Source: an optimization exercise on an open RTL-to-GDS flow (aim: small area, a short achievable clock period and few clock cycles per item). Production flows keep margins and buffers that such runs may drop.
In this exercise RTL edits were held to simulation tests only and were not proved equivalent to the original.
The flow treats the clock pin as an ideal source, which a real chip does not have.
No activity file was given, so power comes from the tool's default toggle rates.

## rev 12
Design ooo_top, start of the top module:
module ooo_top (
    input  wire        clk,
    input  wire        rst,
    input  wire        issue_valid,
    input  wire [31:0] issue_instr,
    output wire        issue_ready,
    output wire        result0_valid,
    output wire [3:0]  result0_tag,
    output wire [31:0] result0_data,
    output wire [3:0]  result0_rd,
    output wire        result1_valid,
    output wire [3:0]  result1_tag,
    output wire [31:0] result1_data,
    output wire [3:0]  result1_rd
);
Size: ~120 I/O pins.
clock: 10.0 ns
lec_check: 0
cap_margin: 20
core_margin: 2
core_utilization: 65
setup_slack_margin: 5
slew_margin: 20
run.sh (not shown) runs the stock make flow with config.mk's settings and CLKGATE_MAP_FILE= SYNTH_SCRIPT=/design/flow/synth_recipe.tcl, a recipe that flattens the netlist after the stock synthesis.
Testbench counts of rev 12, summed over its fixed seeds: cycles 20,402, instrs 20,000.
Modified inputs, rev 13 compared to rev 12
--- a/flow/config.mk
+++ b/flow/config.mk
@@ -10,3 +10,2 @@
 export CORE_UTILIZATION = 65
-export SETUP_SLACK_MARGIN = 5
 export SLEW_MARGIN = 20
--- outcome ---
- Going from rev 12 to rev 13, instance count on the critical path grows by 2.
- Total track usage: rev 13 vs rev 12, no meaningful difference
- Status: fraction of the core area covered by cells at the end of the flow parity (rev 12, rev 13)
- | buffers plus inverters on the worst setup path | higher: rev 12 |
- Rev 13 leaves less setup margin than rev 12.
- The post-synthesis to final-layout area growth on rev 12 is in line with that on rev 13.
- Rev 13 against rev 12: routed wire length stayed essentially flat, minimum clock period after layout higher, fraction of layout cells with a size suffix above 1 comparable, maximum fanout count along the critical path lower.
- Largest vdd supply drop (rev 13 vs. rev 12) increases by a little under 10%


run 1:
ooo_top, a different RTL version from the one above (not shown whole).
Size: ~50,000 um2 of cells after synthesis.
## ooo_top
module ooo_top (
    input  wire        clk,
    input  wire        rst,
    input  wire        issue_valid,
    input  wire [31:0] issue_instr,
    output wire        issue_ready,
    output wire        result0_valid,
    output wire [3:0]  result0_tag,
    output wire [31:0] result0_data,
    output wire [3:0]  result0_rd,
    output wire        result1_valid,
    output wire [3:0]  result1_tag,
    output wire [31:0] result1_data,
    output wire [3:0]  result1_rd
);
    localparam logic [2:0] OP_ADD  = 3'd0;
    localparam logic [2:0] OP_SUB  = 3'd1;
    localparam logic [2:0] OP_AND  = 3'd2;
    localparam logic [2:0] OP_OR   = 3'd3;
    localparam logic [2:0] OP_XOR  = 3'd4;
    localparam logic [2:0] OP_SLL  = 3'd5;
    localparam logic [2:0] OP_ADDI = 3'd6;
    localparam logic [2:0] OP_MUL  = 3'd7;
    logic [3:0]  tag_q;
    logic        ir_v;
    logic [2:0]  ir_op;
    logic [3:0]  ir_rd;
    logic [3:0]  ir_rs;
    logic [17:0] ir_lo;      
    logic [15:0] ir_rs_oh;   
    logic [15:0] ir_rt_oh;
    logic [3:0]  ir_tag;
    logic        haz_q;      
    logic        e_v;
    logic        e_mul;
    logic        e_add;      
  ...
clock: 10.0 ns
lec_check: 0
cap_margin: 20
core_margin: 2
core_utilization: 70
setup_slack_margin: 5
slew_margin: 20
tns_end_percent: 10
Run 1: flow completed, timing, DRC and antenna clean
Testbench counts of run 1, summed over its fixed seeds: cycles 20,774, instrs 20,000.
Here is what was changed in the inputs of run 2 compared with run 1.
- TNS_END_PERCENT removed (was 10)
- SETUP_SLACK_MARGIN removed (was 5)
==> flow/flow/run.sh (new file) <==
#!/bin/bash
# The standard layout (the standard.sh: unchanged synthesis and steps),
# with some ORFS settings changed through the environment:
#  - timing repair is asked for 6.4 ns of setup slack at the design's 10 ns
#    clock, so that it sizes the critical paths for a shorter achieved period
#    (the constraints themselves are not touched), and works on the worst
#    10% of the violating endpoints only;
#  - clock tree synthesis inserts no dummy loads and clusters up to 20
#    sinks within 80 um per leaf buffer;
#  - every input and output port still gets a buffer, a buf_2.
set -o pipefail
{
    echo "== standard.sh as given"
    cat standard.sh
    echo "== config.mk as given"
    cat config.mk
} > flow_inputs.log 2>&1
export SETUP_SLACK_MARGIN=6.4
export TNS_END_PERCENT=10
export CTS_ARGS="-sink_clustering_enable -repair_clock_nets -dont_use_dummy_load -sink_clustering_size 20 -sink_clustering_max_diameter 80"
export BUFFER_PORTS_ARGS="-buffer_cell sky130_fd_sc_hd__buf_2"
bash standard.sh > standard.log 2>&1
rc=$?
grep -h "repair_timing\|clock_tree_synthesis\|buffer_ports\|RSZ-002[78]" orfs/logs/*/*/*/*.log > flow_cmds.log 2>&1
exit $rc
==> flow/standard.sh (new file) <==
#!/bin/bash
# synth_recipe.tcl (not shown) runs the flow's synth.tcl, then flattens the netlist and writes it again
# the make line also repeats each setting of config.mk as NAME=value (left out here)
make -C /OpenROAD-flow-scripts/flow DESIGN_CONFIG=/design/flow/config.mk WORK_HOME=/design/flow/orfs CLKGATE_MAP_FILE= SYNTH_SCRIPT=/design/flow/synth_recipe.tcl "${@:-finish}"
removed: flow/run.sh
Run 2: all stages complete, timing, DRC and antenna checks passed. Run 2 vs run 1, instance count: run 2 lower. In run 2, the layout clock buffer count came out 52 below the value in run 1. Total power: run 2 lower than run 1. Higher non-clock buffer count goes to run 2 over run 1. The remaining routing DRC violations on run 2 is in line with that on run 1. Changes observed in run 2 relative to run 1: period utilization -9.6 points; worst hold slack ~0 delta. The core of run 2 is less densely filled than that of run 1. On sequential share of layout area, the lower figure sits with run 1, not run 2. In terms of footprint of the flip-flops and latches, run 2 and run 1 differ only marginally.

==> what the ideal ports hide <==
No port has a modelled driver above. Below, the same layouts with a new extraction and two added sets of constraints.
Step 1 assumes that a clkbuf_16 drives the clock port and a buf_2 every other input.
Step 2 moves the port delays by t, midway between the first and last clock arrival at a register: inputs arrive t later, outputs are due t later. That takes back most of the time a late clock gives input paths.
Slacks: ideal ports / drivers / drivers and shift; pairs: ideal ports / drivers.
| run | shift t [ns] | setup WS [ns] | hold slack, ns | slew at the worst register clock pin (ns) | pins driven straight from the clock port |
|---|---|---|---|---|---|
| rev 12 | 0.750 | 4.807 / 4.807 / 4.807 | 0.316 / 0.316 / 0.316 | 0.07 / 0.07 | 1 |
| rev 13 | 0.752 | 4.563 / 4.563 / 4.563 | 0.316 / 0.316 / 0.316 | 0.07 / 0.07 | 1 |
| run 1 | 0.722 | 5.100 / 5.100 / 5.100 | 0.331 / 0.331 / 0.331 | 0.07 / 0.07 | 1 |
| run 2 | 0.703 | 6.059 / 6.059 / 6.059 | 0.332 / 0.332 / 0.332 | 0.09 / 0.09 | 1 |
After both steps every run listed still meets setup and hold.
